Source: an optimization exercise on an open RTL-to-GDS flow (aim: small area and a short achievable clock period). Production flows keep margins and buffers that such runs may drop. The RTL was checked by simulation tests, not by an equivalence proof against the original design. No activity file was given, so power comes from the tool's default toggle rates.

// ternary_matmul_top
module ternary_matmul_top (
    input  logic       clk,
    input  logic       reset,
    input  logic [7:0] weights_in,
    input  logic [7:0] activations_in,
    input  logic       compute,
    output logic [7:0] result_out
);
    logic [9:0] row_pos, row_neg;
    logic [7:0] act;
    logic clr, clr_prev, clr_head, cap, zero;
    ternary_pkg::acc_t [ternary_pkg::acc_count-1:0] acc_q;
    always_ff @(posedge clk) begin
        clr      <= reset || !compute;
        clr_prev <= clr;
        clr_head <= reset || !compute || clr;
        cap      <= !reset && !compute;
        zero     <= reset || (zero && compute);
    end
    input_stager u_input_stager (
        .clk            (clk),
        .reset          (reset),
        .compute        (compute),
        .weights_in     (weights_in),
        .activations_in (activations_in),
        .row_pos         (row_pos),
        .row_neg        (row_neg),
        .act            (act)
    );
    mac_array u_mac_array (
        .clk      (clk),
        .clr_head (clr_head),
        .row_pos   (row_pos),
        .row_neg  (row_neg),
        .act      (act),
        .acc_q    (acc_q)
    );
    readout_queue u_readout_queue (
        .clk        (clk),
        .reset      (reset),
        .compute    (compute),
        .clr        (clr),
        .clr_prev   (clr_prev),
        .cap        (cap),
        .zero       (zero),
        .acc_q      (acc_q),
        .result_out (result_out)
    );
endmodule
clock: 14.0 ns
lec_check: 0
cap_margin: 20
core_margin: 2
core_utilization: 60
cts_cluster_diameter: 100
cts_cluster_size: 30
gpl_timing_driven: 1
slew_margin: 20
standard.sh (not shown) runs the stock make flow with config.mk's settings and CLKGATE_MAP_FILE= SYNTH_SCRIPT=/design/flow/synth_recipe.tcl, a recipe that flattens the netlist after the stock synthesis.
==> flow/flow/run.sh <==
#!/bin/bash
# Own layout flow: the standard steps (standard.sh), except that
#  - synthesis leaves out Yosys's full-adder extraction (ADDER_MAP_FILE
#    empty) and maps with flow/abc_area.script, a delay-targeted ABC
#    mapping with area recovery, in place of ORFS's ABC script
#    (flow/synth.tcl swaps the script; the registers are unchanged);
#  - ports are buffered with buf_4 cells and timing repair aims for a
#    larger setup margin.
# Each step's full output goes to its own log file here.
set -euo pipefail
export MY_ABC_SCRIPT=$PWD/flow/abc_area.script
bash standard.sh ADDER_MAP_FILE= SYNTH_SCRIPT=$PWD/flow/synth.tcl synth > synth.log 2>&1
bash standard.sh SETUP_SLACK_MARGIN=10 "BUFFER_PORTS_ARGS=-buffer_cell sky130_fd_sc_hd__buf_4" finish > layout.log 2>&1
==> flow/flow/abc_area.script <==
strash
dc2
dch
map -D 2250
topo
stime
==> flow/flow/synth.tcl <==
# The standard flow's synthesis script with ABC's mapping script replaced by the one
# named in MY_ABC_SCRIPT; everything else, registers included, is as in
# the standard synthesis.
proc synth {args} { yosys synth -nofsm -noshare {*}$args }
proc my_abc_args {name1 name2 op} {
  set i [lsearch -exact $::abc_args -script]
  if {$i >= 0 && [lindex $::abc_args [expr {$i + 1}]] ne $::env(MY_ABC_SCRIPT)} {
    set ::abc_args [lreplace $::abc_args [expr {$i + 1}] [expr {$i + 1}] $::env(MY_ABC_SCRIPT)]
  }
}
trace add variable ::abc_args write my_abc_args
source $::env(SCRIPTS_DIR)/synth.tcl
# left out here: clear keep_hierarchy, flatten, clean up, hide names made inside functions, write 1_2_yosys.v
Edit:
==> flow/flow/abc_area.script (replaced) <==
strash
dch
map -D 2000
topo
stime
Settings changed: CORE_UTILIZATION 60 to 40, CTS_CLUSTER_SIZE 30 to 20, GPL_TIMING_DRIVEN 1 to not set.
=>
- die area climbs by about 50%
- core utilization drops by 22 points
- design area climbs by about 4%
- via count climbs by about 5%
Edit:
Settings changed: CTS_CLUSTER_SIZE 20 to 30.
- final area decreases slightly
- final cell count decreases slightly
- clock-buffer cell count decreases by 11
- flip-flop and latch count stays the same
- sequential power hardly moves
- worst setup slack is better by 0.043 ns
- clock power decreases by roughly a tenth
- via count decreases slightly

* * *

Another version of the RTL of ternary_matmul_top (not shown whole).
Size: ~2600 cells after synthesis, ~27 I/O pins, ~21000 sq um of cells after synthesis.
export LEC_CHECK = 0
export CAP_MARGIN = 20
export CORE_MARGIN = 2
export CORE_UTILIZATION = 40
export CTS_CLUSTER_DIAMETER = 100
export CTS_CLUSTER_SIZE = 30
export SLEW_MARGIN = 20
create_clock -name core_clock -period 14.0 [get_ports {clk}]
==> flow/flow/run.sh <==
#!/bin/bash
# Own layout flow: the standard steps (standard.sh), except that
#  - synthesis leaves out Yosys's full-adder extraction (ADDER_MAP_FILE
#    empty) and maps with flow/abc_area.script, a delay-targeted ABC
#    mapping with area recovery, in place of ORFS's ABC script
#    (flow/synth.tcl swaps the script; the registers are unchanged);
#  - timing repair aims for a larger setup margin.
# Each step's full output goes to its own log file here.
set -euo pipefail
export MY_ABC_SCRIPT=$PWD/flow/abc_area.script
bash standard.sh ADDER_MAP_FILE= SYNTH_SCRIPT=$PWD/flow/synth.tcl synth > synth.log 2>&1
bash standard.sh SETUP_SLACK_MARGIN=10 "BUFFER_PORTS_ARGS=-buffer_cell sky130_fd_sc_hd__buf_4" finish > layout.log 2>&1
==> flow/flow/abc_area.script <==
strash
dch
map -D 2000
topo
stime
Scripts as last shown in full above: flow/flow/synth.tcl
The first run went through all stages and came out clean.
Then changed:
--- a/flow/flow/run.sh
+++ b/flow/flow/run.sh
@@ -10,3 +10,3 @@
 export MY_ABC_SCRIPT=$PWD/flow/abc_area.script
 bash standard.sh ADDER_MAP_FILE= SYNTH_SCRIPT=$PWD/flow/synth.tcl synth > synth.log 2>&1
-bash standard.sh SETUP_SLACK_MARGIN=10 "BUFFER_PORTS_ARGS=-buffer_cell sky130_fd_sc_hd__buf_4" finish > layout.log 2>&1
+bash standard.sh SETUP_SLACK_MARGIN=10 finish > layout.log 2>&1
After rerunning:
- sequential power is about the same
- worst setup slack is worse by 0.10 ns
- synthesized cell count does not change
- via count went up by 1.2%
- die area is unchanged
- cell area went up by about 0.6%
Then changed:
--- a/flow/flow/run.sh
+++ b/flow/flow/run.sh
@@ -10,3 +10,3 @@
 export MY_ABC_SCRIPT=$PWD/flow/abc_area.script
 bash standard.sh ADDER_MAP_FILE= SYNTH_SCRIPT=$PWD/flow/synth.tcl synth > synth.log 2>&1
-bash standard.sh SETUP_SLACK_MARGIN=10 finish > layout.log 2>&1
+bash standard.sh SETUP_SLACK_MARGIN=10.3 "BUFFER_PORTS_ARGS=-buffer_cell sky130_fd_sc_hd__buf_4" finish > layout.log 2>&1
=> Worst setup slack improves by 0.12 ns. Die area stays the same. Non-clock buffer count came out higher by 13. Global-route usage is about the same. Core utilization came out higher by 0.55 points. Sequential share of layout area came out lower by 0.56 points. Via count came out higher by 0.43%. Wire length hardly moves. Clock-buffer cell count came out lower by 3. Hold slack improves by 0.013 ns. Cell area came out higher by 1.2%.

* * *

RTL: one of the versions met above, not the one the previous note started from.
For scale: about 27 I/O pins, ~0.020 sq mm of cells after synthesis.
export LEC_CHECK = 0
export CAP_MARGIN = 20
export CORE_MARGIN = 2
export CORE_UTILIZATION = 60
export CTS_CLUSTER_DIAMETER = 100
export CTS_CLUSTER_SIZE = 30
export SLEW_MARGIN = 20
create_clock -name core_clock -period 14.0 [get_ports {clk}]
==> flow/flow/run.sh <==
#!/bin/bash
# Own layout flow: the standard steps (standard.sh), except that
#  - synthesis leaves out Yosys's full-adder extraction (ADDER_MAP_FILE
#    empty) and maps with flow/abc_area.script, a delay-targeted ABC
#    mapping with area recovery, in place of ORFS's ABC script
#    (flow/synth.tcl swaps the script; the registers are unchanged);
#  - ports are buffered with buf_4 cells and timing repair aims for a
#    larger setup margin.
# Each step's full output goes to its own log file here.
set -euo pipefail
export MY_ABC_SCRIPT=$PWD/flow/abc_area.script
bash standard.sh ADDER_MAP_FILE= SYNTH_SCRIPT=$PWD/flow/synth.tcl synth > synth.log 2>&1
bash standard.sh SETUP_SLACK_MARGIN=9.8 "BUFFER_PORTS_ARGS=-buffer_cell sky130_fd_sc_hd__buf_4" finish > layout.log 2>&1
==> flow/flow/abc_area.script <==
strash
dc2
dch
map -D 2250
topo
stime
Scripts as last shown in full above: flow/flow/synth.tcl
Change:
--- a/flow/flow/run.sh
+++ b/flow/flow/run.sh
@@ -13 +13 @@
-bash standard.sh SETUP_SLACK_MARGIN=9.8 "BUFFER_PORTS_ARGS=-buffer_cell sky130_fd_sc_hd__buf_4" finish > layout.log 2>&1
+bash standard.sh SETUP_SLACK_MARGIN=10 "BUFFER_PORTS_ARGS=-buffer_cell sky130_fd_sc_hd__buf_4" finish > layout.log 2>&1
==> flow/flow/abc_area.script (replaced) <==
strash
dc2
dch
map -D 3000
topo
stime
--- a/flow/config.mk
+++ b/flow/config.mk
@@ -10 +10 @@
-export CORE_UTILIZATION = 60
+export CORE_UTILIZATION = 40
The new run finished with timing, DRC and antenna clean.
Via count is higher by 2.8%.
Non-clock buffer count is higher by 60.
Wire length is higher by 9.4%.
Setup slack gains 0.088 ns.
Cell area is higher by 6.0%.
Utilization is lower by 20 points.
Change:
==> flow/flow/abc_area.script (replaced) <==
strash
dc2
dch
map -D 2250
topo
stime
--- a/flow/config.mk
+++ b/flow/config.mk
@@ -10 +10 @@
-export CORE_UTILIZATION = 40
+export CORE_UTILIZATION = 60
@@ -12 +12 @@
-export CTS_CLUSTER_SIZE = 30
+export CTS_CLUSTER_SIZE = 25
What happened: Non-clock buffer count is lower by 59; hold slack got worse by 0.0034 ns; power is lower slightly; utilization is higher by 20 points; global-route usage is higher by 6.9 points; register-to-register slack improved by 0.31 ns; area after synthesis is lower slightly; clock power is higher by a few percent; first-iteration DRC count is higher by roughly a tenth; design area is lower by a few percent; clock-buffer cell count is higher by 4.

* * *

ternary_matmul_top again, from the RTL that the note above started with.
clock: 14.0 ns
lec_check: 0
cap_margin: 20
core_margin: 2
core_utilization: 40
cts_cluster_diameter: 100
cts_cluster_size: 30
slew_margin: 20
==> flow/flow/run.sh <==
#!/bin/bash
# Own layout flow: the standard steps (standard.sh), except that
#  - synthesis leaves out Yosys's full-adder extraction (ADDER_MAP_FILE
#    empty) and maps with flow/abc_area.script, a delay-targeted ABC
#    mapping with area recovery, in place of ORFS's ABC script
#    (flow/synth.tcl swaps the script; the registers are unchanged);
#  - ports are buffered with buf_4 cells and timing repair aims for a
#    larger setup margin.
# Each step's full output goes to its own log file here.
set -euo pipefail
export MY_ABC_SCRIPT=$PWD/flow/abc_area.script
bash standard.sh ADDER_MAP_FILE= SYNTH_SCRIPT=$PWD/flow/synth.tcl synth > synth.log 2>&1
bash standard.sh SETUP_SLACK_MARGIN=10 "BUFFER_PORTS_ARGS=-buffer_cell sky130_fd_sc_hd__buf_4" finish > layout.log 2>&1
==> flow/flow/abc_area.script <==
strash
dc2
dch
map -D 2500
topo
stime
Scripts as last shown in full above: flow/flow/synth.tcl
==> next run, changes <==
==> flow/flow/abc_area.script (replaced) <==
strash
dch
map -D 2250
topo
stime
What happened: The changed run ran to the end with no violations. Flip-flop and latch count stays the same. Count of clock-buffer cells in the layout went up by 2. Final cell count increases slightly. Fmax is about the same.
==> next run, changes <==
==> flow/flow/abc_area.script (replaced) <==
strash
dc2
dch
map -D 2250
topo
stime
- CORE_UTILIZATION: 40 -> 60
Outcome:
- cell count drops by a little under a tenth
- routed wire length is lower by a few percent
- core utilization rose by 22 points
- combinational power goes down by a few percent
- first-iteration DRC count rose by about a fifth
- register-to-register slack is better by 20 ps
==> next run, changes <==
==> flow/flow/abc_area.script (replaced) <==
strash
dch
map -D 1750
topo
stime
- CORE_UTILIZATION: 60 -> 40
After rerunning: Sequential cell count is unchanged. Fmax came out lower slightly. Combinational power came out higher by about a fifth. Non-clock buffer count came out higher by 6. Sequential power stays flat. Power came out higher by a few percent. Global-route usage came out lower by 5.9 points. Routed wire length came out higher by about a fifth. Area after synthesis came out higher by a little under a tenth.

==> re-timing with driven ports <==
How much do the figures lean on ideal ports? The routed layouts below were timed once more, with nothing changed but the port constraints. Step 1: set_driving_cell puts a clkbuf_16 on clk and a buf_2 on each other input, an assumption about the parent block. Step 2 moves the port delays by t, midway between the first and last clock arrival at a register: inputs arrive t later, outputs are due t later. That takes back most of the time a late clock gives input paths. a / b / c = ideal / step 1 / step 2; a / b = the first two.
| run | t (ns) | slack for setup (ns) | hold WS [ns] | worst data-port slew with drivers (ns) |
|---|---|---|---|---|
| the first run of note 1 | 0.589 | 10.202 / 10.149 / 9.739 | 0.328 / 0.328 / 0.328 | 0.03 |
| the second run of note 1 | 0.652 | 10.123 / 10.072 / 9.630 | 0.297 / 0.297 / 0.297 | 0.07 |
| the third run of note 1 | 0.607 | 10.166 / 10.116 / 9.601 | 0.327 / 0.327 / 0.327 | 0.07 |
| the first run of note 2 | 0.619 | 10.152 / 10.096 / 9.741 | 0.321 / 0.321 / 0.321 | 0.04 |
| the second run of note 2 | 0.626 | 10.049 / 9.991 / 9.595 | 0.297 / 0.297 / 0.297 | 0.04 |
| the third run of note 2 | 0.620 | 10.172 / 10.115 / 9.840 | 0.311 / 0.311 / 0.311 | 0.04 |
| the first run of note 3 | 0.589 | 9.929 / 9.961 / 9.372 | 0.330 / 0.330 / 0.330 | 0.04 |
| the second run of note 3 | 0.617 | 10.017 / 10.017 / 9.717 | 0.338 / 0.338 / 0.338 | 0.07 |
| the third run of note 3 | 0.615 | 10.162 / 10.108 / 9.625 | 0.334 / 0.334 / 0.334 | 0.03 |
| the first run of note 4 | 0.601 | 10.162 / 10.108 / 9.674 | 0.330 / 0.330 / 0.330 | 0.07 |
| the second run of note 4 | 0.613 | 10.167 / 10.112 / 9.635 | 0.335 / 0.335 / 0.335 | 0.04 |
| the third run of note 4 | 0.589 | 10.202 / 10.149 / 9.739 | 0.328 / 0.328 / 0.328 | 0.03 |
| the fourth run of note 4 | 0.625 | 10.174 / 10.116 / 9.685 | 0.331 / 0.331 / 0.331 | 0.04 |
After both steps setup and hold are still met in every run listed. For the third run of note 1, which loses most, drivers alone change the setup slack by -0.050 ns; drivers and shift together by -0.565 ns.
